Background: an optimization exercise with open tools, aiming at small area. Do not read the settings as production practice. Only simulation tests tie the RTL to the original design; equivalence was not proved. Power is estimated from default activity; no workload was simulated.

`design/flow/run.sh`:
```
#!/bin/bash
# synth_recipe.tcl (not shown) runs the flow's synth.tcl, then flattens the netlist and writes it again
# the make line also repeats each setting of config.mk as NAME=value (left out here)
make -C /OpenROAD-flow-scripts/flow DESIGN_CONFIG=/design/flow/config.mk WORK_HOME=/design/flow/orfs CLKGATE_MAP_FILE= SYNTH_SCRIPT=/design/flow/synth_recipe.tcl finish
```
`design/flow/config.mk`:
```
export PLATFORM = sky130hd
export DESIGN_NAME = vecdot9
export DESIGN_NICKNAME = vecdot9
export VERILOG_FILES = /design/flow/design.v
export SDC_FILE = /design/flow/constraint.sdc
export NUM_CORES = 4
export LEC_CHECK = 0
export ABC_AREA = 1
export CAP_MARGIN = 20
export CORE_MARGIN = 2
export CORE_UTILIZATION = 45
export CTS_BUF_LIST = sky130_fd_sc_hd__clkbuf_8
export SLEW_MARGIN = 20
```
`design/flow/constraint.sdc`:
```
create_clock -name core_clock -period 8.0 [get_ports {clk}]
set_input_delay 1.6000 -clock core_clock [delete_from_list [all_inputs] [get_ports {clk}]]
set_output_delay 1.6000 -clock core_clock [all_outputs]
set_load 0.01 [all_outputs]
```
`design/flow/design.v`:
```
package vecdot_pkg;
  typedef logic signed [16-1:0] sample_t;
  typedef logic signed [2*16-1:0] product_t;
  typedef logic signed [41-1:0] acc_t;
  typedef logic [4-1:0] tap_idx_t;
  typedef logic [9*16-1:0] tap_vec_t;
endpackage
module mac_tree (
  input  logic [135:0] rows,
  input  logic [7:0]  b_neg,
  input  logic [34:0] acc_in,
  output logic [34:0] acc_sum
);
  logic s1, c2, s3, c4, s5, c6, s7, c8, s9, c10, s11, c12;
  logic s13, c14, s15, c16, s17, c18, s19, c20, s21, c22, s23, c24;
  logic s25, c26, s27, c28, s29, c30, s31, c32, s33, c34, s35, c36;
  logic s37, c38, s39, c40, s41, c42, s43, c44, s45, c46, s47, c48;
  logic s49, c50, s51, c52, s53, c54, s55, c56, s57, c58, s59, c60;
  logic s61, c62, s63, c64, s65, c66, s67, c68, s69, c70, s71, c72;
  logic s73, c74, s75, c76, s77, c78, s79, c80, s81, c82, s83, c84;
  logic s85, c86, s87, c88, s89, c90, s91, c92, s93, c94, s95, c96;
  logic s97, c98, s99, c100, s101, c102, s103, c104, s105, c106, s107, c108;
  logic s109, c110, s111, c112, s113, c114, s115, c116, s117, c118, s119, c120;
  logic s121, c122, s123, c124, s125, c126, s127, c128, s129, c130, s131, c132;
  logic s133, c134, s135, c136, s137, c138, s139, c140, s141, c142, s143, c144;
  logic s145, c146, s147, c148, s149, c150, s151, c152, s153, c154, s155, c156;
  logic s157, c158, s159, c160, s161, c162, s163, c164, s165, c166, s167, c168;
  logic s169, c170, s171, c172, s173, c174, s175, c176, s177, c178, s179, c180;
  logic s181, c182, s183, c184, s185, c186, s187, c188, s189, c190, s191, c192;
  logic s193, c194, s195, c196, s197, c198, s199, c200, s201, c202, s203, c204;
  logic s205, c206, s207, c208, s209, c210, s211, c212, s213, c214, s215, c216;
  logic s217, c218, s219, c220, s221, c222, s223, c224, s225, c226, s227, c228;
  logic s229, c230, s231, c232, s233, c234, s235, c236, s237, c238, s239, c240;
  logic s241, c242, s243, c244, s245, c246, s247, c248, s249, c250, s251, c252;
  logic s253, c254, s255, c256, s257, c258, s259, c260, s261, c262, s263, c264;
  logic s265, c266, s267, c268, s269, c270, s271, c272, g0_0, p0_0, g0_1, p0_1;
  logic g0_2, p0_2, g0_3, p0_3, g0_4, p0_4, g0_5, p0_5, g0_6, p0_6, g0_7, p0_7;
  logic g0_8, p0_8, g0_9, p0_9, g0_10, p0_10, g0_11, p0_11, g0_12, p0_12, g0_13, p0_13;
  logic g0_14, p0_14, g0_15, p0_15, g0_16, p0_16, g0_17, p0_17, g0_18, p0_18, g0_19, p0_19;
  logic g0_20, p0_20, g0_21, p0_21, g0_22, p0_22, g0_23, p0_23, g0_24, p0_24, g0_25, p0_25;
  logic g0_26, p0_26, g0_27, p0_27, g0_28, p0_28, g0_29, p0_29, g0_30, p0_30, g0_31, p0_31;
  logic g0_32, p0_32, g0_33, p0_33, g0_34, p0_34, gu1_1, pu1_1, gu1_3, pu1_3, gu1_5, pu1_5;
  logic gu1_7, pu1_7, gu1_9, pu1_9, gu1_11, pu1_11, gu1_13, pu1_13, gu1_15, pu1_15, gu1_17, pu1_17;
  logic gu1_19, pu1_19, gu1_21, pu1_21, gu1_23, pu1_23, gu1_25, pu1_25, gu1_27, pu1_27, gu1_29, pu1_29;
  logic gu1_31, pu1_31, gu1_33, pu1_33, gu2_3, pu2_3, gu2_7, pu2_7, gu2_11, pu2_11, gu2_15, pu2_15;
  logic gu2_19, pu2_19, gu2_23, pu2_23, gu2_27, pu2_27, gu2_31, pu2_31, gu3_7, pu3_7, gu3_15, pu3_15;
  logic gu3_23, pu3_23, gu3_31, pu3_31, gu4_15, pu4_15, gu4_31, pu4_31, gu5_31, pu5_31, gd9_23, pd9_23;
  logic gd10_11, pd10_11, gd10_19, pd10_19, gd10_27, pd10_27, gd11_5, pd11_5, gd11_9, pd11_9, gd11_13, pd11_13;
  logic gd11_17, pd11_17, gd11_21, pd11_21, gd11_25, pd11_25, gd11_29, pd11_29, gd11_33, pd11_33, gd12_2, pd12_2;
  logic gd12_4, pd12_4, gd12_6, pd12_6, gd12_8, pd12_8, gd12_10, pd12_10, gd12_12, pd12_12, gd12_14, pd12_14;
  logic gd12_16, pd12_16, gd12_18, pd12_18, gd12_20, pd12_20, gd12_22, pd12_22, gd12_24, pd12_24, gd12_26, pd12_26;
  logic gd12_28, pd12_28, gd12_30, pd12_30, gd12_32, pd12_32, gd12_34, pd12_34;
  assign s1 = acc_in[14] ^ rows[14];
  assign c2 = acc_in[14] & rows[14];
  assign s3 = acc_in[15] ^ rows[15];
  assign c4 = acc_in[15] & rows[15];
  assign s5 = acc_in[16] ^ ~rows[16];
  assign c6 = acc_in[16] & ~rows[16];
  assign s7 = acc_in[8] ^ rows[8];
  assign c8 = acc_in[8] & rows[8];
  assign s9 = acc_in[9] ^ rows[9];
  assign c10 = acc_in[9] & rows[9];
  assign s11 = acc_in[10] ^ rows[10] ^ rows[25];
  assign c12 = (acc_in[10] & rows[10]) | (acc_in[10] & rows[25]) | (rows[10] & rows[25]);
  assign s13 = rows[40] ^ rows[55];
  assign c14 = rows[40] & rows[55];
  assign s15 = acc_in[11] ^ rows[11] ^ rows[26];
  assign c16 = (acc_in[11] & rows[11]) | (acc_in[11] & rows[26]) | (rows[11] & rows[26]);
  assign s17 = rows[41] ^ rows[56];
  assign c18 = rows[41] & rows[56];
  assign s19 = acc_in[12] ^ rows[12] ^ rows[27];
  assign c20 = (acc_in[12] & rows[12]) | (acc_in[12] & rows[27]) | (rows[12] & rows[27]);
  assign s21 = rows[42] ^ rows[57] ^ rows[72];
  assign c22 = (rows[42] & rows[57]) | (rows[42] & rows[72]) | (rows[57] & rows[72]);
  assign s23 = rows[87] ^ rows[102];
  assign c24 = rows[87] & rows[102];
  assign s25 = acc_in[13] ^ rows[13] ^ rows[28];
  assign c26 = (acc_in[13] & rows[13]) | (acc_in[13] & rows[28]) | (rows[13] & rows[28]);
  assign s27 = rows[43] ^ rows[58] ^ rows[73];
  assign c28 = (rows[43] & rows[58]) | (rows[43] & rows[73]) | (rows[58] & rows[73]);
  assign s29 = rows[88] ^ rows[103];
  assign c30 = rows[88] & rows[103];
  assign s31 = rows[29] ^ rows[44] ^ rows[59];
  assign c32 = (rows[29] & rows[44]) | (rows[29] & rows[59]) | (rows[44] & rows[59]);
  assign s33 = rows[74] ^ rows[89] ^ rows[104];
  assign c34 = (rows[74] & rows[89]) | (rows[74] & rows[104]) | (rows[89] & rows[104]);
  assign s35 = rows[119] ^ b_neg[7] ^ s1;
  assign c36 = (rows[119] & b_neg[7]) | (rows[119] & s1) | (b_neg[7] & s1);
  assign s37 = rows[30] ^ rows[45] ^ rows[60];
  assign c38 = (rows[30] & rows[45]) | (rows[30] & rows[60]) | (rows[45] & rows[60]);
  assign s39 = rows[75] ^ rows[90] ^ rows[105];
  assign c40 = (rows[75] & rows[90]) | (rows[75] & rows[105]) | (rows[90] & rows[105]);
  assign s41 = rows[120] ^ s3 ^ c2;
  assign c42 = (rows[120] & s3) | (rows[120] & c2) | (s3 & c2);
  assign s43 = rows[31] ^ rows[46] ^ rows[61];
  assign c44 = (rows[31] & rows[46]) | (rows[31] & rows[61]) | (rows[46] & rows[61]);
  assign s45 = rows[76] ^ rows[91] ^ rows[106];
  assign c46 = (rows[76] & rows[91]) | (rows[76] & rows[106]) | (rows[91] & rows[106]);
  assign s47 = rows[121] ^ s5 ^ c4;
  assign c48 = (rows[121] & s5) | (rows[121] & c4) | (s5 & c4);
  assign s49 = acc_in[17] ^ rows[32] ^ rows[47];
  assign c50 = (acc_in[17] & rows[32]) | (acc_in[17] & rows[47]) | (rows[32] & rows[47]);
  assign s51 = rows[62] ^ rows[77] ^ rows[92];
  assign c52 = (rows[62] & rows[77]) | (rows[62] & rows[92]) | (rows[77] & rows[92]);
  assign s53 = rows[107] ^ rows[122] ^ c6;
  assign c54 = (rows[107] & rows[122]) | (rows[107] & c6) | (rows[122] & c6);
  assign s55 = acc_in[18] ^ ~rows[33] ^ rows[48];
  assign c56 = (acc_in[18] & ~rows[33]) | (acc_in[18] & rows[48]) | (~rows[33] & rows[48]);
  assign s57 = rows[63] ^ rows[78] ^ rows[93];
  assign c58 = (rows[63] & rows[78]) | (rows[63] & rows[93]) | (rows[78] & rows[93]);
  assign s59 = rows[108] ^ rows[123];
  assign c60 = rows[108] & rows[123];
  assign s61 = acc_in[19] ^ rows[49] ^ rows[64];
  assign c62 = (acc_in[19] & rows[49]) | (acc_in[19] & rows[64]) | (rows[49] & rows[64]);
  assign s63 = rows[79] ^ rows[94] ^ rows[109];
  assign c64 = (rows[79] & rows[94]) | (rows[79] & rows[109]) | (rows[94] & rows[109]);
  assign s65 = acc_in[20] ^ ~rows[50] ^ rows[65];
  assign c66 = (acc_in[20] & ~rows[50]) | (acc_in[20] & rows[65]) | (~rows[50] & rows[65]);
  assign s67 = rows[80] ^ rows[95];
  assign c68 = rows[80] & rows[95];
  assign s69 = acc_in[21] ^ rows[66] ^ rows[81];
  assign c70 = (acc_in[21] & rows[66]) | (acc_in[21] & rows[81]) | (rows[66] & rows[81]);
  assign s71 = acc_in[22] ^ ~rows[67];
  assign c72 = acc_in[22] & ~rows[67];
  assign s73 = acc_in[4] ^ rows[4];
  assign c74 = acc_in[4] & rows[4];
  assign s75 = acc_in[5] ^ rows[5];
  assign c76 = acc_in[5] & rows[5];
  assign s77 = acc_in[6] ^ rows[6] ^ rows[21];
  assign c78 = (acc_in[6] & rows[6]) | (acc_in[6] & rows[21]) | (rows[6] & rows[21]);
  assign s79 = rows[36] ^ rows[51];
  assign c80 = rows[36] & rows[51];
  assign s81 = acc_in[7] ^ rows[7] ^ rows[22];
  assign c82 = (acc_in[7] & rows[7]) | (acc_in[7] & rows[22]) | (rows[7] & rows[22]);
  assign s83 = rows[37] ^ rows[52];
  assign c84 = rows[37] & rows[52];
  assign s85 = rows[23] ^ rows[38] ^ rows[53];
  assign c86 = (rows[23] & rows[38]) | (rows[23] & rows[53]) | (rows[38] & rows[53]);
  assign s87 = rows[68] ^ b_neg[4] ^ s7;
  assign c88 = (rows[68] & b_neg[4]) | (rows[68] & s7) | (b_neg[4] & s7);
  assign s89 = rows[24] ^ rows[39] ^ rows[54];
  assign c90 = (rows[24] & rows[39]) | (rows[24] & rows[54]) | (rows[39] & rows[54]);
  assign s91 = rows[69] ^ s9 ^ c8;
  assign c92 = (rows[69] & s9) | (rows[69] & c8) | (s9 & c8);
  assign s93 = rows[70] ^ rows[85] ^ b_neg[5];
  assign c94 = (rows[70] & rows[85]) | (rows[70] & b_neg[5]) | (rows[85] & b_neg[5]);
  assign s95 = s11 ^ s13 ^ c10;
  assign c96 = (s11 & s13) | (s11 & c10) | (s13 & c10);
  assign s97 = rows[71] ^ rows[86] ^ s15;
  assign c98 = (rows[71] & rows[86]) | (rows[71] & s15) | (rows[86] & s15);
  assign s99 = s17 ^ c12 ^ c14;
  assign c100 = (s17 & c12) | (s17 & c14) | (c12 & c14);
  assign s101 = b_neg[6] ^ s19 ^ s21;
  assign c102 = (b_neg[6] & s19) | (b_neg[6] & s21) | (s19 & s21);
  assign s103 = s23 ^ c16 ^ c18;
  assign c104 = (s23 & c16) | (s23 & c18) | (c16 & c18);
  assign s105 = s25 ^ s27 ^ s29;
  assign c106 = (s25 & s27) | (s25 & s29) | (s27 & s29);
  assign s107 = c20 ^ c22 ^ c24;
  assign c108 = (c20 & c22) | (c20 & c24) | (c22 & c24);
  assign s109 = s31 ^ s33 ^ s35;
  assign c110 = (s31 & s33) | (s31 & s35) | (s33 & s35);
  assign s111 = c26 ^ c28 ^ c30;
  assign c112 = (c26 & c28) | (c26 & c30) | (c28 & c30);
  assign s113 = s37 ^ s39 ^ s41;
  assign c114 = (s37 & s39) | (s37 & s41) | (s39 & s41);
  assign s115 = c32 ^ c34 ^ c36;
  assign c116 = (c32 & c34) | (c32 & c36) | (c34 & c36);
  assign s117 = s43 ^ s45 ^ s47;
  assign c118 = (s43 & s45) | (s43 & s47) | (s45 & s47);
  assign s119 = c38 ^ c40 ^ c42;
  assign c120 = (c38 & c40) | (c38 & c42) | (c40 & c42);
  assign s121 = s49 ^ s51 ^ s53;
  assign c122 = (s49 & s51) | (s49 & s53) | (s51 & s53);
  assign s123 = c44 ^ c46 ^ c48;
  assign c124 = (c44 & c46) | (c44 & c48) | (c46 & c48);
  assign s125 = s55 ^ s57 ^ s59;
  assign c126 = (s55 & s57) | (s55 & s59) | (s57 & s59);
  assign s127 = c50 ^ c52 ^ c54;
  assign c128 = (c50 & c52) | (c50 & c54) | (c52 & c54);
  assign s129 = rows[124] ^ s61 ^ s63;
  assign c130 = (rows[124] & s61) | (rows[124] & s63) | (s61 & s63);
  assign s131 = c56 ^ c58 ^ c60;
  assign c132 = (c56 & c58) | (c56 & c60) | (c58 & c60);
  assign s133 = rows[110] ^ rows[125] ^ s65;
  assign c134 = (rows[110] & rows[125]) | (rows[110] & s65) | (rows[125] & s65);
  assign s135 = s67 ^ c62 ^ c64;
  assign c136 = (s67 & c62) | (s67 & c64) | (c62 & c64);
  assign s137 = rows[96] ^ rows[111] ^ rows[126];
  assign c138 = (rows[96] & rows[111]) | (rows[96] & rows[126]) | (rows[111] & rows[126]);
  assign s139 = s69 ^ c66 ^ c68;
  assign c140 = (s69 & c66) | (s69 & c68) | (c66 & c68);
  assign s141 = rows[82] ^ rows[97] ^ rows[112];
  assign c142 = (rows[82] & rows[97]) | (rows[82] & rows[112]) | (rows[97] & rows[112]);
  assign s143 = rows[127] ^ s71 ^ c70;
  assign c144 = (rows[127] & s71) | (rows[127] & c70) | (s71 & c70);
  assign s145 = acc_in[23] ^ rows[83] ^ rows[98];
  assign c146 = (acc_in[23] & rows[83]) | (acc_in[23] & rows[98]) | (rows[83] & rows[98]);
  assign s147 = rows[113] ^ rows[128] ^ c72;
  assign c148 = (rows[113] & rows[128]) | (rows[113] & c72) | (rows[128] & c72);
  assign s149 = acc_in[24] ^ ~rows[84] ^ rows[99];
  assign c150 = (acc_in[24] & ~rows[84]) | (acc_in[24] & rows[99]) | (~rows[84] & rows[99]);
  assign s151 = rows[114] ^ rows[129];
  assign c152 = rows[114] & rows[129];
  assign s153 = acc_in[25] ^ rows[100] ^ rows[115];
  assign c154 = (acc_in[25] & rows[100]) | (acc_in[25] & rows[115]) | (rows[100] & rows[115]);
  assign s155 = acc_in[26] ^ ~rows[101];
  assign c156 = acc_in[26] & ~rows[101];
  assign s157 = acc_in[2] ^ rows[2];
  assign c158 = acc_in[2] & rows[2];
  assign s159 = acc_in[3] ^ rows[3];
  assign c160 = acc_in[3] & rows[3];
  assign s161 = rows[19] ^ rows[34] ^ b_neg[2];
  assign c162 = (rows[19] & rows[34]) | (rows[19] & b_neg[2]) | (rows[34] & b_neg[2]);
  assign s163 = rows[20] ^ rows[35] ^ s75;
  assign c164 = (rows[20] & rows[35]) | (rows[20] & s75) | (rows[35] & s75);
  assign s165 = b_neg[3] ^ s77 ^ s79;
  assign c166 = (b_neg[3] & s77) | (b_neg[3] & s79) | (s77 & s79);
  assign s167 = s81 ^ s83 ^ c78;
  assign c168 = (s81 & s83) | (s81 & c78) | (s83 & c78);
  assign s169 = s85 ^ s87 ^ c82;
  assign c170 = (s85 & s87) | (s85 & c82) | (s87 & c82);
  assign s171 = s89 ^ s91 ^ c86;
  assign c172 = (s89 & s91) | (s89 & c86) | (s91 & c86);
  assign s173 = s93 ^ s95 ^ c90;
  assign c174 = (s93 & s95) | (s93 & c90) | (s95 & c90);
  assign s175 = s97 ^ s99 ^ c94;
  assign c176 = (s97 & s99) | (s97 & c94) | (s99 & c94);
  assign s177 = s101 ^ s103 ^ c98;
  assign c178 = (s101 & s103) | (s101 & c98) | (s103 & c98);
  assign s179 = s105 ^ s107 ^ c102;
  assign c180 = (s105 & s107) | (s105 & c102) | (s107 & c102);
  assign s181 = s109 ^ s111 ^ c106;
  assign c182 = (s109 & s111) | (s109 & c106) | (s111 & c106);
  assign s183 = s113 ^ s115 ^ c110;
  assign c184 = (s113 & s115) | (s113 & c110) | (s115 & c110);
  assign s185 = s117 ^ s119 ^ c114;
  assign c186 = (s117 & s119) | (s117 & c114) | (s119 & c114);
  assign s187 = s121 ^ s123 ^ c118;
  assign c188 = (s121 & s123) | (s121 & c118) | (s123 & c118);
  assign s189 = s125 ^ s127 ^ c122;
  assign c190 = (s125 & s127) | (s125 & c122) | (s127 & c122);
  assign s191 = s129 ^ s131 ^ c126;
  assign c192 = (s129 & s131) | (s129 & c126) | (s131 & c126);
  assign s193 = s133 ^ s135 ^ c130;
  assign c194 = (s133 & s135) | (s133 & c130) | (s135 & c130);
  assign s195 = s137 ^ s139 ^ c134;
  assign c196 = (s137 & s139) | (s137 & c134) | (s139 & c134);
  assign s197 = s141 ^ s143 ^ c138;
  assign c198 = (s141 & s143) | (s141 & c138) | (s143 & c138);
  assign s199 = s145 ^ s147 ^ c142;
  assign c200 = (s145 & s147) | (s145 & c142) | (s147 & c142);
  assign s201 = s149 ^ s151 ^ c146;
  assign c202 = (s149 & s151) | (s149 & c146) | (s151 & c146);
  assign s203 = rows[130] ^ s153 ^ c150;
  assign c204 = (rows[130] & s153) | (rows[130] & c150) | (s153 & c150);
  assign s205 = rows[116] ^ rows[131] ^ s155;
  assign c206 = (rows[116] & rows[131]) | (rows[116] & s155) | (rows[131] & s155);
  assign s207 = acc_in[27] ^ rows[117] ^ rows[132];
  assign c208 = (acc_in[27] & rows[117]) | (acc_in[27] & rows[132]) | (rows[117] & rows[132]);
  assign s209 = acc_in[28] ^ ~rows[118];
  assign c210 = acc_in[28] & ~rows[118];
  assign s211 = acc_in[0] ^ rows[0];
  assign c212 = acc_in[0] & rows[0];
  assign s213 = acc_in[1] ^ rows[1];
  assign c214 = acc_in[1] & rows[1];
  assign s215 = rows[17] ^ b_neg[1] ^ s157;
  assign c216 = (rows[17] & b_neg[1]) | (rows[17] & s157) | (b_neg[1] & s157);
  assign s217 = rows[18] ^ s159 ^ c158;
  assign c218 = (rows[18] & s159) | (rows[18] & c158) | (s159 & c158);
  assign s219 = s73 ^ s161 ^ c160;
  assign c220 = (s73 & s161) | (s73 & c160) | (s161 & c160);
  assign s221 = c74 ^ s163 ^ c162;
  assign c222 = (c74 & s163) | (c74 & c162) | (s163 & c162);
  assign s223 = c76 ^ s165 ^ c164;
  assign c224 = (c76 & s165) | (c76 & c164) | (s165 & c164);
  assign s225 = c80 ^ s167 ^ c166;
  assign c226 = (c80 & s167) | (c80 & c166) | (s167 & c166);
  assign s227 = c84 ^ s169 ^ c168;
  assign c228 = (c84 & s169) | (c84 & c168) | (s169 & c168);
  assign s229 = c88 ^ s171 ^ c170;
  assign c230 = (c88 & s171) | (c88 & c170) | (s171 & c170);
  assign s231 = c92 ^ s173 ^ c172;
  assign c232 = (c92 & s173) | (c92 & c172) | (s173 & c172);
  assign s233 = c96 ^ s175 ^ c174;
  assign c234 = (c96 & s175) | (c96 & c174) | (s175 & c174);
  assign s235 = c100 ^ s177 ^ c176;
  assign c236 = (c100 & s177) | (c100 & c176) | (s177 & c176);
  assign s237 = c104 ^ s179 ^ c178;
  assign c238 = (c104 & s179) | (c104 & c178) | (s179 & c178);
  assign s239 = c108 ^ s181 ^ c180;
  assign c240 = (c108 & s181) | (c108 & c180) | (s181 & c180);
  assign s241 = c112 ^ s183 ^ c182;
  assign c242 = (c112 & s183) | (c112 & c182) | (s183 & c182);
  assign s243 = c116 ^ s185 ^ c184;
  assign c244 = (c116 & s185) | (c116 & c184) | (s185 & c184);
  assign s245 = c120 ^ s187 ^ c186;
  assign c246 = (c120 & s187) | (c120 & c186) | (s187 & c186);
  assign s247 = c124 ^ s189 ^ c188;
  assign c248 = (c124 & s189) | (c124 & c188) | (s189 & c188);
  assign s249 = c128 ^ s191 ^ c190;
  assign c250 = (c128 & s191) | (c128 & c190) | (s191 & c190);
  assign s251 = c132 ^ s193 ^ c192;
  assign c252 = (c132 & s193) | (c132 & c192) | (s193 & c192);
  assign s253 = c136 ^ s195 ^ c194;
  assign c254 = (c136 & s195) | (c136 & c194) | (s195 & c194);
  assign s255 = c140 ^ s197 ^ c196;
  assign c256 = (c140 & s197) | (c140 & c196) | (s197 & c196);
  assign s257 = c144 ^ s199 ^ c198;
  assign c258 = (c144 & s199) | (c144 & c198) | (s199 & c198);
  assign s259 = c148 ^ s201 ^ c200;
  assign c260 = (c148 & s201) | (c148 & c200) | (s201 & c200);
  assign s261 = c152 ^ s203 ^ c202;
  assign c262 = (c152 & s203) | (c152 & c202) | (s203 & c202);
  assign s263 = c154 ^ s205 ^ c204;
  assign c264 = (c154 & s205) | (c154 & c204) | (s205 & c204);
  assign s265 = c156 ^ s207 ^ c206;
  assign c266 = (c156 & s207) | (c156 & c206) | (s207 & c206);
  assign s267 = rows[133] ^ s209 ^ c208;
  assign c268 = (rows[133] & s209) | (rows[133] & c208) | (s209 & c208);
  assign s269 = acc_in[29] ^ rows[134] ^ c210;
  assign c270 = (acc_in[29] & rows[134]) | (acc_in[29] & c210) | (rows[134] & c210);
  assign s271 = acc_in[30] ^ ~rows[135];
  assign c272 = acc_in[30] & ~rows[135];
  assign p0_0 = b_neg[0] ^ s211;
  assign g0_0 = b_neg[0] & s211;
  assign p0_1 = s213 ^ c212;
  assign g0_1 = s213 & c212;
  assign p0_2 = s215 ^ c214;
  assign g0_2 = s215 & c214;
  assign p0_3 = s217 ^ c216;
  assign g0_3 = s217 & c216;
  assign p0_4 = s219 ^ c218;
  assign g0_4 = s219 & c218;
  assign p0_5 = s221 ^ c220;
  assign g0_5 = s221 & c220;
  assign p0_6 = s223 ^ c222;
  assign g0_6 = s223 & c222;
  assign p0_7 = s225 ^ c224;
  assign g0_7 = s225 & c224;
  assign p0_8 = s227 ^ c226;
  assign g0_8 = s227 & c226;
  assign p0_9 = s229 ^ c228;
  assign g0_9 = s229 & c228;
  assign p0_10 = s231 ^ c230;
  assign g0_10 = s231 & c230;
  assign p0_11 = s233 ^ c232;
  assign g0_11 = s233 & c232;
  assign p0_12 = s235 ^ c234;
  assign g0_12 = s235 & c234;
  assign p0_13 = s237 ^ c236;
  assign g0_13 = s237 & c236;
  assign p0_14 = s239 ^ c238;
  assign g0_14 = s239 & c238;
  assign p0_15 = s241 ^ c240;
  assign g0_15 = s241 & c240;
  assign p0_16 = s243 ^ c242;
  assign g0_16 = s243 & c242;
  assign p0_17 = s245 ^ c244;
  assign g0_17 = s245 & c244;
  assign p0_18 = s247 ^ c246;
  assign g0_18 = s247 & c246;
  assign p0_19 = s249 ^ c248;
  assign g0_19 = s249 & c248;
  assign p0_20 = s251 ^ c250;
  assign g0_20 = s251 & c250;
  assign p0_21 = s253 ^ c252;
  assign g0_21 = s253 & c252;
  assign p0_22 = s255 ^ c254;
  assign g0_22 = s255 & c254;
  assign p0_23 = s257 ^ c256;
  assign g0_23 = s257 & c256;
  assign p0_24 = s259 ^ c258;
  assign g0_24 = s259 & c258;
  assign p0_25 = s261 ^ c260;
  assign g0_25 = s261 & c260;
  assign p0_26 = s263 ^ c262;
  assign g0_26 = s263 & c262;
  assign p0_27 = s265 ^ c264;
  assign g0_27 = s265 & c264;
  assign p0_28 = s267 ^ c266;
  assign g0_28 = s267 & c266;
  assign p0_29 = s269 ^ c268;
  assign g0_29 = s269 & c268;
  assign p0_30 = s271 ^ c270;
  assign g0_30 = s271 & c270;
  assign p0_31 = acc_in[31] ^ c272;
  assign g0_31 = acc_in[31] & c272;
  assign p0_32 = acc_in[32] ^ 1'b0;
  assign g0_32 = acc_in[32] & 1'b0;
  assign p0_33 = acc_in[33] ^ 1'b0;
  assign g0_33 = acc_in[33] & 1'b0;
  assign p0_34 = acc_in[34] ^ 1'b0;
  assign g0_34 = acc_in[34] & 1'b0;
  assign gu1_1 = g0_1 | (p0_1 & g0_0);
  assign pu1_1 = p0_1 & p0_0;
  assign gu1_3 = g0_3 | (p0_3 & g0_2);
  assign pu1_3 = p0_3 & p0_2;
  assign gu1_5 = g0_5 | (p0_5 & g0_4);
  assign pu1_5 = p0_5 & p0_4;
  assign gu1_7 = g0_7 | (p0_7 & g0_6);
  assign pu1_7 = p0_7 & p0_6;
  assign gu1_9 = g0_9 | (p0_9 & g0_8);
  assign pu1_9 = p0_9 & p0_8;
  assign gu1_11 = g0_11 | (p0_11 & g0_10);
  assign pu1_11 = p0_11 & p0_10;
  assign gu1_13 = g0_13 | (p0_13 & g0_12);
  assign pu1_13 = p0_13 & p0_12;
  assign gu1_15 = g0_15 | (p0_15 & g0_14);
  assign pu1_15 = p0_15 & p0_14;
  assign gu1_17 = g0_17 | (p0_17 & g0_16);
  assign pu1_17 = p0_17 & p0_16;
  assign gu1_19 = g0_19 | (p0_19 & g0_18);
  assign pu1_19 = p0_19 & p0_18;
  assign gu1_21 = g0_21 | (p0_21 & g0_20);
  assign pu1_21 = p0_21 & p0_20;
  assign gu1_23 = g0_23 | (p0_23 & g0_22);
  assign pu1_23 = p0_23 & p0_22;
  assign gu1_25 = g0_25 | (p0_25 & g0_24);
  assign pu1_25 = p0_25 & p0_24;
  assign gu1_27 = g0_27 | (p0_27 & g0_26);
  assign pu1_27 = p0_27 & p0_26;
  assign gu1_29 = g0_29 | (p0_29 & g0_28);
  assign pu1_29 = p0_29 & p0_28;
  assign gu1_31 = g0_31 | (p0_31 & g0_30);
  assign pu1_31 = p0_31 & p0_30;
  assign gu1_33 = g0_33 | (p0_33 & g0_32);
  assign pu1_33 = p0_33 & p0_32;
  assign gu2_3 = gu1_3 | (pu1_3 & gu1_1);
  assign pu2_3 = pu1_3 & pu1_1;
  assign gu2_7 = gu1_7 | (pu1_7 & gu1_5);
  assign pu2_7 = pu1_7 & pu1_5;
  assign gu2_11 = gu1_11 | (pu1_11 & gu1_9);
  assign pu2_11 = pu1_11 & pu1_9;
  assign gu2_15 = gu1_15 | (pu1_15 & gu1_13);
  assign pu2_15 = pu1_15 & pu1_13;
  assign gu2_19 = gu1_19 | (pu1_19 & gu1_17);
  assign pu2_19 = pu1_19 & pu1_17;
  assign gu2_23 = gu1_23 | (pu1_23 & gu1_21);
  assign pu2_23 = pu1_23 & pu1_21;
  assign gu2_27 = gu1_27 | (pu1_27 & gu1_25);
  assign pu2_27 = pu1_27 & pu1_25;
  assign gu2_31 = gu1_31 | (pu1_31 & gu1_29);
  assign pu2_31 = pu1_31 & pu1_29;
  assign gu3_7 = gu2_7 | (pu2_7 & gu2_3);
  assign pu3_7 = pu2_7 & pu2_3;
  assign gu3_15 = gu2_15 | (pu2_15 & gu2_11);
  assign pu3_15 = pu2_15 & pu2_11;
  assign gu3_23 = gu2_23 | (pu2_23 & gu2_19);
  assign pu3_23 = pu2_23 & pu2_19;
  assign gu3_31 = gu2_31 | (pu2_31 & gu2_27);
  assign pu3_31 = pu2_31 & pu2_27;
  assign gu4_15 = gu3_15 | (pu3_15 & gu3_7);
  assign pu4_15 = pu3_15 & pu3_7;
  assign gu4_31 = gu3_31 | (pu3_31 & gu3_23);
  assign pu4_31 = pu3_31 & pu3_23;
  assign gu5_31 = gu4_31 | (pu4_31 & gu4_15);
  assign pu5_31 = pu4_31 & pu4_15;
  assign gd9_23 = gu3_23 | (pu3_23 & gu4_15);
  assign pd9_23 = pu3_23 & pu4_15;
  assign gd10_11 = gu2_11 | (pu2_11 & gu3_7);
  assign pd10_11 = pu2_11 & pu3_7;
  assign gd10_19 = gu2_19 | (pu2_19 & gu4_15);
  assign pd10_19 = pu2_19 & pu4_15;
  assign gd10_27 = gu2_27 | (pu2_27 & gd9_23);
  assign pd10_27 = pu2_27 & pd9_23;
  assign gd11_5 = gu1_5 | (pu1_5 & gu2_3);
  assign pd11_5 = pu1_5 & pu2_3;
  assign gd11_9 = gu1_9 | (pu1_9 & gu3_7);
  assign pd11_9 = pu1_9 & pu3_7;
  assign gd11_13 = gu1_13 | (pu1_13 & gd10_11);
  assign pd11_13 = pu1_13 & pd10_11;
  assign gd11_17 = gu1_17 | (pu1_17 & gu4_15);
  assign pd11_17 = pu1_17 & pu4_15;
  assign gd11_21 = gu1_21 | (pu1_21 & gd10_19);
  assign pd11_21 = pu1_21 & pd10_19;
  assign gd11_25 = gu1_25 | (pu1_25 & gd9_23);
  assign pd11_25 = pu1_25 & pd9_23;
  assign gd11_29 = gu1_29 | (pu1_29 & gd10_27);
  assign pd11_29 = pu1_29 & pd10_27;
  assign gd11_33 = gu1_33 | (pu1_33 & gu5_31);
  assign pd11_33 = pu1_33 & pu5_31;
  assign gd12_2 = g0_2 | (p0_2 & gu1_1);
  assign pd12_2 = p0_2 & pu1_1;
  assign gd12_4 = g0_4 | (p0_4 & gu2_3);
  assign pd12_4 = p0_4 & pu2_3;
  assign gd12_6 = g0_6 | (p0_6 & gd11_5);
  assign pd12_6 = p0_6 & pd11_5;
  assign gd12_8 = g0_8 | (p0_8 & gu3_7);
  assign pd12_8 = p0_8 & pu3_7;
  assign gd12_10 = g0_10 | (p0_10 & gd11_9);
  assign pd12_10 = p0_10 & pd11_9;
  assign gd12_12 = g0_12 | (p0_12 & gd10_11);
  assign pd12_12 = p0_12 & pd10_11;
  assign gd12_14 = g0_14 | (p0_14 & gd11_13);
  assign pd12_14 = p0_14 & pd11_13;
  assign gd12_16 = g0_16 | (p0_16 & gu4_15);
  assign pd12_16 = p0_16 & pu4_15;
  assign gd12_18 = g0_18 | (p0_18 & gd11_17);
  assign pd12_18 = p0_18 & pd11_17;
  assign gd12_20 = g0_20 | (p0_20 & gd10_19);
  assign pd12_20 = p0_20 & pd10_19;
  assign gd12_22 = g0_22 | (p0_22 & gd11_21);
  assign pd12_22 = p0_22 & pd11_21;
  assign gd12_24 = g0_24 | (p0_24 & gd9_23);
  assign pd12_24 = p0_24 & pd9_23;
  assign gd12_26 = g0_26 | (p0_26 & gd11_25);
  assign pd12_26 = p0_26 & pd11_25;
  assign gd12_28 = g0_28 | (p0_28 & gd10_27);
  assign pd12_28 = p0_28 & pd10_27;
  assign gd12_30 = g0_30 | (p0_30 & gd11_29);
  assign pd12_30 = p0_30 & pd11_29;
  assign gd12_32 = g0_32 | (p0_32 & gu5_31);
  assign pd12_32 = p0_32 & pu5_31;
  assign gd12_34 = g0_34 | (p0_34 & gd11_33);
  assign pd12_34 = p0_34 & pd11_33;
  assign acc_sum[0] = p0_0;
  assign acc_sum[1] = p0_1 ^ g0_0;
  assign acc_sum[2] = p0_2 ^ gu1_1;
  assign acc_sum[3] = p0_3 ^ gd12_2;
  assign acc_sum[4] = p0_4 ^ gu2_3;
  assign acc_sum[5] = p0_5 ^ gd12_4;
  assign acc_sum[6] = p0_6 ^ gd11_5;
  assign acc_sum[7] = p0_7 ^ gd12_6;
  assign acc_sum[8] = p0_8 ^ gu3_7;
  assign acc_sum[9] = p0_9 ^ gd12_8;
  assign acc_sum[10] = p0_10 ^ gd11_9;
  assign acc_sum[11] = p0_11 ^ gd12_10;
  assign acc_sum[12] = p0_12 ^ gd10_11;
  assign acc_sum[13] = p0_13 ^ gd12_12;
  assign acc_sum[14] = p0_14 ^ gd11_13;
  assign acc_sum[15] = p0_15 ^ gd12_14;
  assign acc_sum[16] = p0_16 ^ gu4_15;
  assign acc_sum[17] = p0_17 ^ gd12_16;
  assign acc_sum[18] = p0_18 ^ gd11_17;
  assign acc_sum[19] = p0_19 ^ gd12_18;
  assign acc_sum[20] = p0_20 ^ gd10_19;
  assign acc_sum[21] = p0_21 ^ gd12_20;
  assign acc_sum[22] = p0_22 ^ gd11_21;
  assign acc_sum[23] = p0_23 ^ gd12_22;
  assign acc_sum[24] = p0_24 ^ gd9_23;
  assign acc_sum[25] = p0_25 ^ gd12_24;
  assign acc_sum[26] = p0_26 ^ gd11_25;
  assign acc_sum[27] = p0_27 ^ gd12_26;
  assign acc_sum[28] = p0_28 ^ gd10_27;
  assign acc_sum[29] = p0_29 ^ gd12_28;
  assign acc_sum[30] = p0_30 ^ gd11_29;
  assign acc_sum[31] = p0_31 ^ gd12_30;
  assign acc_sum[32] = p0_32 ^ gu5_31;
  assign acc_sum[33] = p0_33 ^ gd12_32;
  assign acc_sum[34] = p0_34 ^ gd11_33;
endmodule
module vecdot9 (
  input  logic                clk,
  input  logic                reset,
  input  logic                en,
  input  vecdot_pkg::sample_t hin,
  input  logic                hin_valid,
  input  vecdot_pkg::sample_t xin,
  input  logic                xin_valid,
  output vecdot_pkg::sample_t dout,
  output logic                dout_valid,
  output logic                sat
);
  localparam int W = 16;
  localparam int N = 9;
  localparam int AW = 2*W + 3;
  logic [N*W-1:0]     xslot_q;
  logic [(N-1)*W-1:0] kpart_q;
  logic [N*W-1:0]     kcur_q;
  logic               kzero_q;
  logic [3:0]         fcnt_q;
  logic [3:0]         kcnt_q;
  logic [3:0]         pidx_q;
  logic               vld_q;
  logic [AW-1:0]      acc_q;
  logic x_acc, h_acc, f_done, k_done, busy;
  assign x_acc  = en && xin_valid;
  assign h_acc  = en && hin_valid;
  assign f_done = x_acc && (fcnt_q == 4'd8);
  assign k_done = h_acc && (kcnt_q == 4'd8);
  assign busy   = (pidx_q <= 4'd8);
  always_ff @(posedge clk) begin
    if (reset) begin
      fcnt_q <= '0;
    end else if (x_acc) begin
      fcnt_q <= (fcnt_q == 4'd8) ? 4'd0 : fcnt_q + 4'd1;
    end
  end
  always_ff @(posedge clk) begin
    if (reset) begin
      kcnt_q <= '0;
    end else if (h_acc) begin
      kcnt_q <= (kcnt_q == 4'd8) ? 4'd0 : kcnt_q + 4'd1;
    end
  end
  always_ff @(posedge clk) begin
    for (int i = 0; i < N; i++) begin
      if (x_acc && fcnt_q == 4'(i)) begin
        xslot_q[i*W +: W] <= xin;
      end
    end
  end
  always_ff @(posedge clk) begin
    if (h_acc) begin
      kpart_q <= {hin, kpart_q[(N-1)*W-1:W]};
    end
  end
  always_ff @(posedge clk) begin
    if (k_done) begin
      kcur_q <= {hin, kpart_q};
    end
  end
  always_ff @(posedge clk) begin
    if (reset) begin
      kzero_q <= 1'b1;
    end else if (k_done) begin
      kzero_q <= 1'b0;
    end
  end
  logic signed [W-1:0]    x_op;
  logic signed [W-1:0]    k_op;
  logic [N-1:0] psel;
  always_comb begin
    for (int i = 0; i < N; i++) psel[i] = (pidx_q == 4'(i));
    x_op = '0;
    k_op = '0;
    for (int i = 0; i < N; i++) begin
      x_op = x_op | (xslot_q[i*W +: W] & {W{psel[i]}});
      k_op = k_op | (kcur_q[i*W +: W] & {W{psel[i]}});
    end
    if (kzero_q) k_op = '0;
  end
  localparam int NR = W/2;
  logic [W:0]          xb;
  logic [NR-1:0]       b_one, b_two, b_neg;
  logic [NR*(W+1)-1:0] rows;
  logic [AW-1:0]       acc_in;
  logic [AW-1:0]       acc_sum;
  assign xb = {x_op, 1'b0};
  always_comb begin
    for (int j = 0; j < NR; j++) begin
      b_one[j] = xb[2*j+1] ^ xb[2*j];
      b_two[j] = (xb[2*j+2] & ~xb[2*j+1] & ~xb[2*j]) | (~xb[2*j+2] & xb[2*j+1] & xb[2*j]);
      b_neg[j] = xb[2*j+2];
      for (int i = 0; i <= W; i++) begin
        rows[j*(W+1)+i] = ((b_one[j] & (i == W ? k_op[W-1] : k_op[i])) |
                           (b_two[j] & (i == 0 ? 1'b0 : k_op[i-1]))) ^ b_neg[j];
      end
    end
  end
  mac_tree u_tree (
    .rows    (rows),
    .b_neg   (b_neg),
    .acc_in  (acc_in),
    .acc_sum (acc_sum)
  );
  always_ff @(posedge clk) begin
    if (reset) begin
      pidx_q <= 4'd9;
    end else if (en) begin
      if (f_done) begin
        pidx_q <= 4'd0;
      end else if (busy) begin
        pidx_q <= pidx_q + 4'd1;
      end
    end
  end
  always_ff @(posedge clk) begin
    if (reset) begin
      vld_q <= 1'b0;
    end else if (en) begin
      vld_q <= (pidx_q == 4'd8);
    end
  end
  localparam logic [AW-1:0] START = AW'(35'd512 - 35'd9 * 35'h0_5555_0000);
  assign acc_in = (pidx_q == 4'd0) ? START : acc_q;
  always_ff @(posedge clk) begin
    if (en && busy) begin
      acc_q <= acc_sum;
    end
  end
  logic pos_ovf, neg_ovf;
  assign pos_ovf = !acc_q[AW-1] && (|acc_q[AW-2:W+10-1]);
  assign neg_ovf =  acc_q[AW-1] && !(&acc_q[AW-2:W+10-1]);
  always_comb begin
    if (pos_ovf)      dout = {1'b0, {(W-1){1'b1}}};
    else if (neg_ovf) dout = {1'b1, {(W-1){1'b0}}};
    else              dout = acc_q[10 +: W];
  end
  assign sat        = pos_ovf || neg_ovf;
  assign dout_valid = vld_q;
endmodule
```
==> results by group, run 1 <==
Cells and area
  – Layout filler cell count: 5010
  – Share of cells above drive strength 1: 9.350%
  – Area Overhead vs Synth: 12.04%
  – # diodes: 0
  – Net count reported at finish: 2805
  – Cell Count, Final, Fillers Out: 3379

Synth
  – Syn nets: 2686
  – Ys async rst share: 0%
  – Number of synthesized register bits: 465
  – Distinct cells, synth: 47
  – Mapped Avg Cell Area: 10.22 sq um
  – Syn Inst Count: 2460
  – Warnings from Yosys: 1
  – Seq/Total Area, Yosys: 54.99%
  – Number of synthesized flops with an enable pin: 451
  – Post-Syn Area: 25140 sq um
  – Prevailing post-synth register cell: edfxtp_1

Hold path
  – Worst hold path type: reg2reg

Timing
  – Slew margin rel.: 27.90%
  – Min Tclk post-route: 7450 ps
  – Fin Setup TNS: 0 ps
  – Slew at the pin with the worst max-slew slack: 1074 ps
  – Slew Limit Fails: 0
  – RSZ-0062 raised after global routing: no
  – Crit share post-route: 93.13%
  – Final setup fails: 0
  – Layout Skew: 34.89 ps
  – WHS: 417.6 ps
  – Max frequency: 0.1342 GHz
  – Final Hold Viols: 0

Clocking
  – H-tree depth reported by CTS: 3
  – Root buffer cell: clkbuf_8
  – TritonCTS Buffers: 77
  – CTS tree: yes
  – Clk sinks: 465
  – Worst-skew pair later-pin latency: 660 ps
  – Clock Tree Buf Depth: 3
  – Reg clk slew, reported paths: 60 ps

Route
  – Initial DRC count: 1632
  – Detail Route Antenna Nets: 0
  – Wire per inst: 19.23 microns
  – Number of remaining DRC errors: 0
  – Overall routed net length: 64980 microns
  – Via count: 17520
  – DR vias/cell: 5.184
  – DR pass1 iterations: 6

Floorplanning
  – # IOs: 55
  – Width of the die: 240.4 microns
  – DIE HEIGHT: 240.4 microns
  – Die area: 57770 sq um
  – Core Footprint: 55200 sq um
  – Core Rows: 86
  – Initial Util: 45.54%

Pwr
  – Power Dens Cells: 273.7 nW/um^2
  – Leak: 11.81 nW
  – Worst vdd ir: 0.1950 mV

Setup path
  – Crit Path Category: reg2reg
  – Critical path capture point type: flop
  – CP startpoint kind: flop
  – Critical path arrival: 7860 ps
  – Worst-path fanout max: 26
  – Max incr delay on CP: 580 ps
  – Critical Path Most Common Cell: nand2_1
  – Crit path max-delay cell type: fa_1
  – WP data required: 8410 ps

Placement
  – Post-DP HPWL: 46010 microns
  – RD Place Congestion: 0.9567
  – Placed Cells: 3248
  – Port bufs: 54

GRT
  – Largest net degree at the start of global routing: 146
  – Grt ovf: 0
  – First-pass GRT wire length: 99770 microns
  – Via count of the first global-routing pass: 17140
  – Initial antenna violation count: 0
  – GR Util All Layers: 23.07%

Flow run
  – Max Cap Viol: 0

Outcome
  – Outcome: complete, no violations
-- Yosys cell counts, types with 19 or more instances --
cell / count / area share, %
nor3_1: 19 / 0.38
ha_1: 66 / 3.3
buf_4: 20 / 0.60
xor2_1: 35 / 1.2
edfxtp_1: 451 / 54
nand2_1: 730 / 11
fa_1: 123 / 9.8
inv_1: 283 / 4.2
a21oi_1: 71 / 1.4
o21ai_1: 24 / 0.48
nand4_1: 29 / 0.72
inv_2: 23 / 0.34
o21ai_0: 35 / 0.70
nand3_1: 234 / 4.7
buf_2: 45 / 0.90
nor2_1: 139 / 2.1
-- cell type report --
cell class / instances / area [sq um] / area share [%]
clock buffers: 79 / 1087 / 3.860
well taps: 748 / 935.9 / 3.323
inverters: 307 / 1161 / 4.122
flip-flops and latches: 465 / 13820 / 49.08
multi-input cells: 1595 / 9719 / 34.51
repair buffers: 133 / 1171 / 4.158
clock inverters: 52 / 269.0 / 0.9550
-- placed cells by master (no fill, tap or decap), types with 66 or more instances in the layout --
cell type  instances
nand2_1          730
edfxtp_1         451
inv_1            305
nand3_1          234
nor2_1           137
fa_1             123
clkbuf_8          79
buf_4             76
a21oi_1           70
ha_1              66
-- critical path, delay by kind of cell (launching register included) --
| kind | cells | cell delay, ps |
|---|---|---|
| AOI/OAI and AO/OA | 2 | 280 |
| xor gates and xnor gates | 1 | 150 |
| adders and majority gates | 7 | 3190 |
| DFF | 1 | 350 |
| buffers and inverters | 5 | 980 |
| and+or+nand+nor | 18 | 2260 |
-- where the power goes --
part | total [mW] | switching [mW] | internal (mW)
sequential | 2.96 | 0.0364 | 2.92
combinational | 2.86 | 1.73 | 1.12
clock | 1.89 | 0.940 | 0.951
-- sequential cells by signal, indices dropped and copies added, names as in the netlist --
| signal | flops |
|---|---|
| kcur_q | 144 |
| acc_q | 35 |
| kcnt_q | 4 |
| kpart_q | 128 |
| xslot_q | 144 |
| vld_q | 1 |
| kzero_q | 1 |
| fcnt_q | 4 |
| pidx_q | 4 |
-- final timing paths --
| path | start | endpoint | slack [ps] | cells after the start |
|---|---|---|---|---|
| hold / removal | kpart_q[45] | kpart_q[29] | 420 | 0 |
| hold reg to reg | kpart_q[45] | kpart_q[29] | 420 | 0 |
| setup / recovery | pidx_q[0] | acc_q[31] | 550 | 33 |
| setup reg to reg | pidx_q[0] | acc_q[31] | 550 | 33 |
-- cells by family (layout without fill, tap and decap cells) --
logic type      after synthesis  in the layout  synth area share, %
simple gates               1196           1196                20.14
buf+inv                     400            571                6.555
compound gates              168            168                3.743
flops                       465            465                54.99
fa+ha+maj                   189            189                13.08
xor+xnor                     42             42                1.493
-- through the flow --
step                      utilization (%)  total power [mW]  setup WS, ps  cell area, sq um
final                               51.03             7.709         549.8             28170
after global routing                51.03             8.357         19.22             28170
after CTS                           51.01             7.789         482.8             28160
after detailed placement            48.55             5.881         490.9             26800
after global placement              48.55             5.781         589.4             26800
after floorplan                         -             5.135          1035             25140
-- timing repair --
item                                   in CTS  in global routing
buffers inserted                            0                  0
endpoints found under the hold margin       0                  0
gates resized for setup                     0                  2
hold buffers                                0                  0
setup endpoints to repair                   0                  4
-- routing by layer --
metal	GRT usage, %	vias up	wire (microns)
li1	-	8353	-
met1	31.68	8489	28410
met2	36.88	571	30340
met3	4.397	103	4419
met4	7.886	0	1809
met5	0	-	0
==> run 2: changes to the inputs <==
--- a/design/flow/design.v
+++ b/design/flow/design.v
@@ -572,5 +572,5 @@
   logic [3:0]         fcnt_q;
   logic [3:0]         kcnt_q;
-  logic [3:0]         pidx_q;
+  logic [N-1:0]       step_q;
   logic               vld_q;
   logic [AW-1:0]      acc_q;
@@ -580,5 +580,5 @@
   assign f_done = x_acc && (fcnt_q == 4'd8);
   assign k_done = h_acc && (kcnt_q == 4'd8);
-  assign busy   = (pidx_q <= 4'd8);
+  assign busy   = |step_q;
   always_ff @(posedge clk) begin
     if (reset) begin
@@ -621,12 +621,10 @@
   logic signed [W-1:0]    x_op;
   logic signed [W-1:0]    k_op;
-  logic [N-1:0] psel;
   always_comb begin
-    for (int i = 0; i < N; i++) psel[i] = (pidx_q == 4'(i));
     x_op = '0;
     k_op = '0;
     for (int i = 0; i < N; i++) begin
-      x_op = x_op | (xslot_q[i*W +: W] & {W{psel[i]}});
-      k_op = k_op | (kcur_q[i*W +: W] & {W{psel[i]}});
+      x_op = x_op | (xslot_q[i*W +: W] & {W{step_q[i]}});
+      k_op = k_op | (kcur_q[i*W +: W] & {W{step_q[i]}});
     end
     if (kzero_q) k_op = '0;
@@ -658,11 +656,7 @@
   always_ff @(posedge clk) begin
     if (reset) begin
-      pidx_q <= 4'd9;
+      step_q <= '0;
     end else if (en) begin
-      if (f_done) begin
-        pidx_q <= 4'd0;
-      end else if (busy) begin
-        pidx_q <= pidx_q + 4'd1;
-      end
+      step_q <= {step_q[N-2:0], f_done};
     end
   end
@@ -671,9 +665,9 @@
       vld_q <= 1'b0;
     end else if (en) begin
-      vld_q <= (pidx_q == 4'd8);
+      vld_q <= step_q[N-1];
     end
   end
   localparam logic [AW-1:0] START = AW'(35'd512 - 35'd9 * 35'h0_5555_0000);
-  assign acc_in = (pidx_q == 4'd0) ? START : acc_q;
+  assign acc_in = step_q[0] ? START : acc_q;
   always_ff @(posedge clk) begin
     if (en && busy) begin
--- a/design/flow/config.mk
+++ b/design/flow/config.mk
@@ -10,4 +10,6 @@
 export CORE_MARGIN = 2
 export CORE_UTILIZATION = 45
-export CTS_BUF_LIST = sky130_fd_sc_hd__clkbuf_8
+export CTS_CLUSTER_DIAMETER = 100
+export CTS_CLUSTER_SIZE = 30
+export GPL_TIMING_DRIVEN = 0
 export SLEW_MARGIN = 20
==> run 2 against run 1 <==
Effect of this change:
- still clean
- cell area is 2.1% lower
- combinational power increased by 120%
- clock power is 28% lower
- fmax decreased by 1.2%
- total power increased by 42%
- largest cell class unchanged
- largest power group is now combinational cells
==> results by group, run 2 <==
Synth
  – Post-Syn Area: 24960 sq um (-0.70%)
  – Most instantiated cells after synthesis: nand2_1 (791), edfxtp_1 (451), inv_1 (239), nand3_1 (209), fa_1 (123)
  – Yosys top cell area share: 54.25% (+0.38 points)
  – Multiplexer share of the synthesized area: 0.04010% (+0.040 points)
  – Number of synthesized register bits: 470 (+1.1%)
  – Synth Area in Adders: 12.97% (-0.11 points)
  – Seq/Total Area, Yosys: 55.78% (+0.79 points)
  – XOR/XNOR share of the synthesized area: 1.474% (-0.020 points)
  – Number of synthesized flops with an enable pin: 451 (unchanged)
  – Synth Area in Compound Gates: 4.125% (+0.38 points)
  – Mapped Avg Cell Area: 10.40 sq um (+1.7%)
  – Prevailing post-synth register cell: edfxtp_1
  – Combinational family with the most area after synthesis: simple AND/OR/NAND/NOR gates
  – Post-Synth Simple-Gate Area: 19.55% (-0.59 points)
  – Cell with the most instances after synthesis: nand2_1
  – Warnings from Yosys: 1 (unchanged)
  – Syn Inst Count: 2401 (-2.4%)
  – Syn nets: 2623 (-2.3%)
  – Largest cells by area after synthesis: edfxtp_1 (54%), nand2_1 (12%), fa_1 (9.9%)
  – Ys async rst share: 0% (unchanged)
  – Area leader, netlist: edfxtp_1
  – Distinct cells, synth: 47 (unchanged)

Placement
  – RD Place Congestion: 0.9439 (-1.3%)
  – Placed Cells: 3224 (-0.74%)
  – Post-DP HPWL: 47430 microns (+3.1%)
  – DP Area: 26810 sq um (about the same)
  – Port bufs: 54 (unchanged)
  – Pre-CTS setup slack: 473.3 ps (-17.63 ps)

Clocking
  – Post-CTS Setup Inserts: 0 (unchanged)
  – Reg clk slew, reported paths: 110 ps (+50 ps)
  – Post-cts sizing count: 0 (unchanged)
  – H-tree depth reported by CTS: 1 (-2)
  – Clk sinks: 470 (+1.1%)
  – TritonCTS Buffers: 22 (-71%)
  – CTS tree: yes
  – Root buffer cell: clkbuf_16
  – Worst-skew pair later-pin latency: 600 ps (-60 ps)
  – Clock Tree Buf Depth: 3 (unchanged)
  – Cts hold-fix bufs: 0 (unchanged)

Timing
  – Final setup fails: 0 (unchanged)
  – Final Hold Viols: 0 (unchanged)
  – Slew Limit Fails: 0 (unchanged)
  – Slew margin rel.: 43.63% (+16 points)
  – Layout Skew: 27.80 ps (-7.091 ps)
  – Max frequency: 0.1326 GHz (-1.2%)
  – Final worst-path setup slack: 455.8 ps (-94.03 ps)
  – Crit share post-route: 94.30% (+1.2 points)
  – Min Tclk post-route: 7544 ps (+94.03 ps)
  – RSZ-0062 raised after global routing: no
  – Slew at the pin with the worst max-slew slack: 845.5 ps (-228.7 ps)

Route
  – Initial DRC count: 1507 (-7.7%)
  – Detail Route Antenna Nets: 0 (unchanged)
  – Wire per inst: 19.48 microns (+1.3%)
  – Via count: 16980 (-3.1%)
  – Overall routed net length: 63600 microns (-2.1%)
  – DR vias/cell: 5.199 (+0.30%)
  – Number of remaining DRC errors: 0 (unchanged)
  – DR pass1 iterations: 6 (unchanged)

Floorplanning
  – Core Footprint: 54990 sq um (-0.39%)
  – Core Rows: 86 (unchanged)
  – Die area: 57370 sq um (-0.69%)
  – DIE HEIGHT: 239.5 microns (-0.35%)
  – # IOs: 55 (unchanged)
  – Initial Util: 45.40% (-0.14 points)
  – Width of the die: 239.5 microns (-0.35%)

Cells and area
  – Final instance area: 27570 sq um (-2.1%)
  – Net count reported at finish: 2723 (-2.9%)
  – Leading cell type in the layout, fill and taps excluded: nand2_1
  – Core Util, Final: 50.13% (-0.89 points)
  – Cell Count, Final, Fillers Out: 3265 (-3.4%)
  – Most frequent cells in the layout: nand2_1 (791), edfxtp_1 (451), inv_1 (237), nand3_1 (209), fa_1 (123)
  – # diodes: 0 (unchanged)
  – Largest registers: kcur_q x144, xslot_q x144, kpart_q x128
  – Area Overhead vs Synth: 10.43%
  – Share of cells above drive strength 1: 6.635% (-2.7 points)

Pwr
  – Power Dens Cells: 397.0 nW/um^2 (+45%)
  – Int Pwr: 6.361 mW (+27%)
  – Psw: 4.581 mW (+69%)
  – Worst vdd ir: 0.4872 mV (+150%)
  – Leak: 11.40 nW (-3.4%)
  – Comb pwr share: 56.8% (+20 points)
  – Clock power share: 12.6% (-12 points)
  – Flop pwr share: 30.7% (-7.7 points)
  – Total power draw: 10.94 mW (+42%)
  – Sw frac: 41.87% (+6.7 points)

Flow run
  – Max Cap Viol: 0 (unchanged)

Setup path
  – Critical path arrival: 7880 ps (+20 ps)
  – Reg2reg start: step_q[6]
  – Worst Setup SP: step_q[6]
  – CP startpoint kind: flop
  – Critical Path Most Common Cell: nand2_1
  – Crit Path Category: reg2reg
  – Worst-path fanout max: 10 (-62%)
  – WP data required: 8330 ps (-80 ps)
  – Critical path capture point type: flop
  – Crit path max-delay cell type: o21ai_0
  – Max incr delay on CP: 600 ps (+20 ps)

Hold path
  – Hold path start: kpart_q[12]
  – Worst hold path type: reg2reg

GRT
  – Largest net degree at the start of global routing: 105 (-28%)
  – Via count of the first global-routing pass: 16630 (-2.9%)
  – Initial antenna violation count: 0 (unchanged)
  – First-pass GRT wire length: 97650 microns (-2.1%)
  – Grt ovf: 0 (unchanged)
  – GR Util All Layers: 22.55% (-0.53 points)

Outcome
  – Outcome: complete, no violations
-- run 2: changes by cell type in the layout (fill, tap and decap cells not counted), sizes merged, moves of 5 or more --
cell / before / now
a211oi: 1 / 9
a22o: 0 / 10
buf: 79 / 91
clkbuf: 79 / 66
clkinv: 23 / 9
dfxtp: 14 / 19
inv: 332 / 244
nand2: 743 / 810
nand3: 238 / 210
nand4: 31 / 8
nor2: 147 / 100
o21ai: 60 / 69
o22ai: 11 / 3
-- run 2: layer usage --
metal	GRT usage [%]	part of all wire [%]	vias to the layer above
li1	-	-	8120
met1	31.85	44	8255
met2	37.72	48	513
met3	2.201	5.6	87
met4	5.360	2.5	0
met5	0	0	-
-- run 2: critical path: cells and delay by family, from the launching register on --
| kind | cells | cell delay, ps |
|---|---|---|
| buffers and inverters | 9 | 1760 |
| adders and majority gates | 6 | 2650 |
| and+or+nand+nor | 10 | 1110 |
| AOI/OAI and AO/OA | 4 | 1400 |
| DFF | 1 | 310 |
-- run 2: cell type report --
class / count / area, sq um
repair buffers: 76 / 857.1
multi-input cells: 1582 / 9584
well taps: 748 / 935.9
fillers: 5023 / 27420
clock buffers: 32 / 588.1
inverters: 246 / 934.6
flip-flops and latches: 470 / 13920
plain buffers: 103 / 589.3
clock inverters: 8 / 153.9
-- run 2: worst paths after layout --
path	end	slack, ps	cells past startpoint
hold / removal	kcur_q[12]	430	0
setup reg to reg	acc_q[30]	460	29
hold reg to reg	kcur_q[12]	430	0
setup / recovery	acc_q[30]	460	29
-- run 2: stage by stage --
step	TNS (ps)	hold slack, ps
5_1_grt	0	438.7
3_5_place_dp	0	405.2
2_1_floorplan	0	400.3
4_1_cts	0	427.8
6_report	0	427.4
3_3_place_gp	-259370	401.6
-- run 2: cell families (layout without fill, tap and decap cells) --
group           count (synthesis)  count (layout)
buf+inv                       349             465
compound gates                185             185
flops                         470             470
simple gates                 1169            1169
xor+xnor                       42              42
mux                             1               1
fa+ha+maj                     185             185
-- run 2: power by group through the flow --
stage	registers (mW)	logic (mW)	clock network, mW
6_report	3.36	6.21	1.37
5_1_grt	3.37	7.24	1.49
4_1_cts	3.36	6.29	1.42
3_5_place_dp	3.42	6.27	0
3_3_place_gp	3.42	5.91	0
2_1_floorplan	3.39	4.62	0
==> run 3: changes to the inputs <==
==> design/flow/flow/run.sh (new file) <==
#!/bin/bash
# The standard layout, with synthesis mapping through an area-oriented ABC
# script (flow/abc_area.script) in place of ORFS's. Everything else is ORFS's
# own scripts, unchanged.
set -euo pipefail
here=$(pwd)
rm -rf "$here/scripts_abc"
cp -r "$FLOW_HOME/scripts" "$here/scripts_abc"
cp "$here/flow/abc_area.script" "$here/scripts_abc/abc_area.script"
bash standard.sh SCRIPTS_DIR="$here/scripts_abc" synth > "$here/synth.log" 2>&1
bash standard.sh > "$here/layout.log" 2>&1
==> design/flow/flow/abc_area.script (new file) <==
strash
&get -n
&st
&dch
&nf -R 1000
&put
topo
stime -c
upsize -c
dnsize -c
==> design/flow/standard.sh (new file) <==
#!/bin/bash
# synth_recipe.tcl (not shown) runs the flow's synth.tcl, then flattens the netlist and writes it again
# the make line also repeats each setting of config.mk as NAME=value (left out here)
make -C /OpenROAD-flow-scripts/flow DESIGN_CONFIG=/design/flow/config.mk WORK_HOME=/design/flow/orfs CLKGATE_MAP_FILE= SYNTH_SCRIPT=/design/flow/synth_recipe.tcl "${@:-finish}"
removed: design/flow/run.sh
==> run 3 against run 2 <==
Effect of this change:
- synthesized cell count is 38% lower
- sequential power is 19% lower
- register-to-register slack better by 20 ps
- clock skew hardly changed
- final cell count is 30% lower
- cell area is 7.6% lower
- count of clock-buffer cells in the layout stayed put
- worst setup slack better by 18 ps
- via count is 24% lower
- non-clock buffer count is 80 lower
- first-iteration DRC count is 8.7% lower
- critical path type unchanged
- critical endpoint is now acc_q[31]
- largest cell class unchanged
==> results by group, run 3 <==
Outcome
  – Outcome: complete, no violations

Synth
  – Yosys top cell area share: 60.01% (+5.8 points)
  – Largest cells by area after synthesis: edfxtp_1 (60%), fa_1 (11%), a222oi_1 (3.7%)
  – Mapped Avg Cell Area: 15.20 sq um (+46%)
  – Syn Inst Count: 1485 (-38%)
  – Most instantiated cells after synthesis: edfxtp_1 (451), clkinv_1 (132), fa_1 (123), o22ai_1 (119), nand2_1 (109)
  – Area leader, netlist: edfxtp_1
  – Number of synthesized flops with an enable pin: 451 (unchanged)
  – Warnings from Yosys: 1 (unchanged)
  – Cell with the most instances after synthesis: edfxtp_1
  – Post-Syn Area: 22570 sq um (-9.6%)
  – Syn nets: 1707 (-35%)
  – Seq/Total Area, Yosys: 61.69% (+5.9 points)
  – Number of synthesized register bits: 470 (unchanged)
  – Ys async rst share: 0% (unchanged)
  – Prevailing post-synth register cell: edfxtp_1
  – Distinct cells, synth: 52 (+11%)

GRT
  – First-pass GRT wire length: 77830 microns (-20%)
  – Largest net degree at the start of global routing: 71 (-32%)
  – Grt ovf: 0 (unchanged)
  – Initial antenna violation count: 4 (+4)
  – Via count of the first global-routing pass: 13220 (-21%)
  – GR Util All Layers: 19.10% (-3.4 points)

Clocking
  – CTS tree: yes
  – Worst-skew pair later-pin latency: 600 ps (about the same)
  – Clock Tree Buf Depth: 3 (unchanged)
  – TritonCTS Buffers: 22 (unchanged)
  – H-tree depth reported by CTS: 1 (unchanged)
  – Clk sinks: 470 (unchanged)
  – Reg clk slew, reported paths: 110 ps (about the same)
  – Root buffer cell: clkbuf_16

Timing
  – Final setup fails: 0 (unchanged)
  – Final Hold Viols: 0 (unchanged)
  – Slew margin rel.: 45.58% (+1.9 points)
  – Layout Skew: 28.07 ps (+0.2714 ps)
  – RSZ-0062 raised after global routing: no
  – Crit share post-route: 94.08% (-0.23 points)
  – WHS: 425.3 ps (-2.159 ps)
  – Slew Limit Fails: 0 (unchanged)
  – Min Tclk post-route: 7526 ps (-18.16 ps)
  – Fin Setup TNS: 0 ps (unchanged)
  – Slew at the pin with the worst max-slew slack: 814.4 ps (-31.16 ps)
  – Max frequency: 0.1329 GHz (+0.24%)

Setup path
  – CP top delay family: adder cells
  – Worst-path fanout max: 22 (+12)
  – CP Cell Sequence: buf_16 -> a222oi_1 -> nand3_4 -> nand2_1 -> nor2_1 -> a21oi_4 -> o22ai_1 -> xnor2_1 -> fa_1 -> fa_1 -> fa_1 -> clkinv_1 -> fa_1 -> ha_1 -> a21oi_1 -> o21ai_0 -> nand2_1 -> o211ai_1 -> a31oi_2 -> o31ai_1 -> nand3_1 -> nand2_1 -> fa_1 -> xor2_1
  – WP data required: 8360 ps (+30 ps)
  – Critical Path Most Common Cell: fa_1
  – Worst reg2reg setup slack: 470 ps (+20 ps)
  – Crit Path Category: reg2reg
  – Crit path max-delay cell type: fa_1
  – R2r endpoint: acc_q[31]
  – Critical path capture point type: flop
  – CP startpoint kind: flop
  – Reg2reg start: step_q[1]
  – Critical path arrival: 7880 ps (about the same)
  – Max incr delay on CP: 550 ps (-50 ps)
  – Worst r2r path cells: 24 (-17%)
  – CP Buf/Inv Count: 2 (-7)

Hold path
  – Cells on Worst Hold Path: 0 (unchanged)
  – Worst hold path type: reg2reg
  – Hold endpoint: kcur_q[3]
  – Hold path start: kpart_q[3]

Cells and area
  – Area Overhead vs Synth: 12.85%
  – Most frequent cells in the layout: edfxtp_1 (451), clkinv_1 (132), fa_1 (123), o22ai_1 (119), nand2_1 (108)
  – Multi-input gate area: 8257 sq um (-14%)
  – Reg area: 13940 sq um (about the same)
  – Leading cell type in the layout, fill and taps excluded: edfxtp_1
  – Core Util, Final: 51.08% (+0.94 points)
  – Layout filler cell count: 4306 (-14%)
  – Net count reported at finish: 1829 (-33%)
  – Share of cells above drive strength 1: 7.948% (+1.3 points)
  – Largest registers: kcur_q x144, xslot_q x144, kpart_q x128

Route
  – Overall routed net length: 49460 microns (-22%)
  – DR pass1 iterations: 5 (-1)
  – Initial DRC count: 1376 (-8.7%)
  – Detail Route Antenna Nets: 0 (unchanged)
  – Number of remaining DRC errors: 0 (unchanged)
  – Via count: 12900 (-24%)
  – DR vias/cell: 5.617 (+8.0%)
  – Wire per inst: 21.54 microns (+11%)

Pwr
  – Leak: 8.470 nW (-26%)
  – Worst vdd ir: 0.2020 mV (-59%)
  – Power Dens Cells: 163.1 nW/um^2 (-59%)

Floorplanning
  – Die area: 51960 sq um (-9.4%)
  – Core Footprint: 49860 sq um (-9.3%)
  – # IOs: 55 (unchanged)
  – Core Rows: 82 (-4.7%)
  – Width of the die: 228.0 microns (-4.8%)
  – DIE HEIGHT: 228.0 microns (-4.8%)
  – Initial Util: 45.26% (-0.14 points)

Flow run
  – Max Cap Viol: 0 (unchanged)

Placement
  – RD Place Congestion: 0.8053 (-15%)
  – Port bufs: 54 (unchanged)
  – Post-DP HPWL: 32610 microns (-31%)
## run 3: cell types whose count changed in the layout (fill, tap and decap cells not counted), moves of 42 or more
cell / before / now
nand2_1: 791 / 108
inv_1: 237 / 0
nand3_1: 209 / 20
clkinv_1: 5 / 132
o22ai_1: 3 / 119
a222oi_1: 0 / 83
xnor2_1: 6 / 89
a21oi_1: 78 / 21
o21ai_0: 59 / 6
nor2_1: 94 / 42
buf_2: 42 / 0
## run 3: power breakdown
part	internal, mW	switching, mW
clock network	0.556	0.802
registers	2.72	0.0136
logic	0.0234	0.0381
total	3.30	0.854
## run 3: cell families (layout without fill, tap and decap cells)
kind of cell / after synthesis / count (layout) / share of synthesized area (%)
AOI/OAI and AO/OA: 271 / 271 / 9.242
other: 0 / 1 / 0
DFF: 470 / 470 / 61.69
xor gates and xnor gates: 157 / 157 / 6.176
buffers and inverters: 134 / 272 / 2.229
adders and majority gates: 185 / 185 / 14.35
muxes: 15 / 15 / 0.6819
and+or+nand+nor: 253 / 253 / 5.633
## run 3: what timing repair did
item	4_1_cts	5_1_grt
hold buffers	0	0
setup endpoints to repair	0	9
buffers inserted	0	4
resized for setup	0	5
## run 3: worst max path at each step
| stage | from | end | slack (ps) | cells past startpoint |
|---|---|---|---|---|
| 6_report | step_q[1] | acc_q[31] | 470 | 24 |
| 5_1_grt | step_q[2] | acc_q[31] | 30 | 25 |
| 4_1_cts | step_q[2] | acc_q[31] | 80 | 25 |
| 2_1_floorplan | hin_valid | kcur_q[0] | 130 | 2 |
| 3_5_place_dp | step_q[2] | acc_q[31] | 130 | 25 |
| 3_3_place_gp | en | kcur_q[105] | -3340 | 3 |
## run 3: layer usage
| layer | vias up | GRT usage, % | wire length (microns) |
|---|---|---|---|
| li1 | 5873 | - | - |
| met1 | 6531 | 27.40 | 22000 |
| met2 | 413 | 30.95 | 23010 |
| met3 | 74 | 2.950 | 3384 |
| met4 | 6 | 4.350 | 1027 |
| met5 | - | 0 | 40 |
## run 3: stage by stage
step / std cells / power (mW) / area, sq um / setup WS (ps)
floorplan: 1485 / 2.809 / 22570 / 130.0
global placement: 2211 / 2.849 / 23960 / -3336
detailed placement: 2251 / 2.854 / 24660 / 125.7
CTS: 2291 / 4.204 / 25400 / 75.92
global route: 2296 / 4.290 / 25470 / 27.89
finish: 2296 / 4.154 / 25470 / 474.0
## run 3: final cells by class
type | instances | share of cell area (%)
Clock buffer | 32 | 2.309
Tap cell | 672 | 3.301
Inverter | 133 | 1.980
Sequential cell | 470 | 54.72
Clock inverter | 8 | 0.5994
Buffer | 1 | 0.01474
Multi-Input combinational cell | 881 | 32.42
Antenna cell | 1 | 0.009826
Timing Repair Buffer | 98 | 4.643
## run 3: worst register-to-register path, delay by kind of cell, from the launching register on
kind            cells  cell delay (ps)
flops               1              540
simple gates        6             1160
buf+inv             2              350
compound gates      8             2150
xor+xnor            2              380
fa+ha+maj           6             2680

Setup slack of run 3, layout unchanged: 0.474 ns with ideal ports, 0.474 ns with driving cells assumed (clock clkbuf_16, inputs buf_2), 0.474 ns with port delays also shifted by the 0.643 ns mid clock arrival.
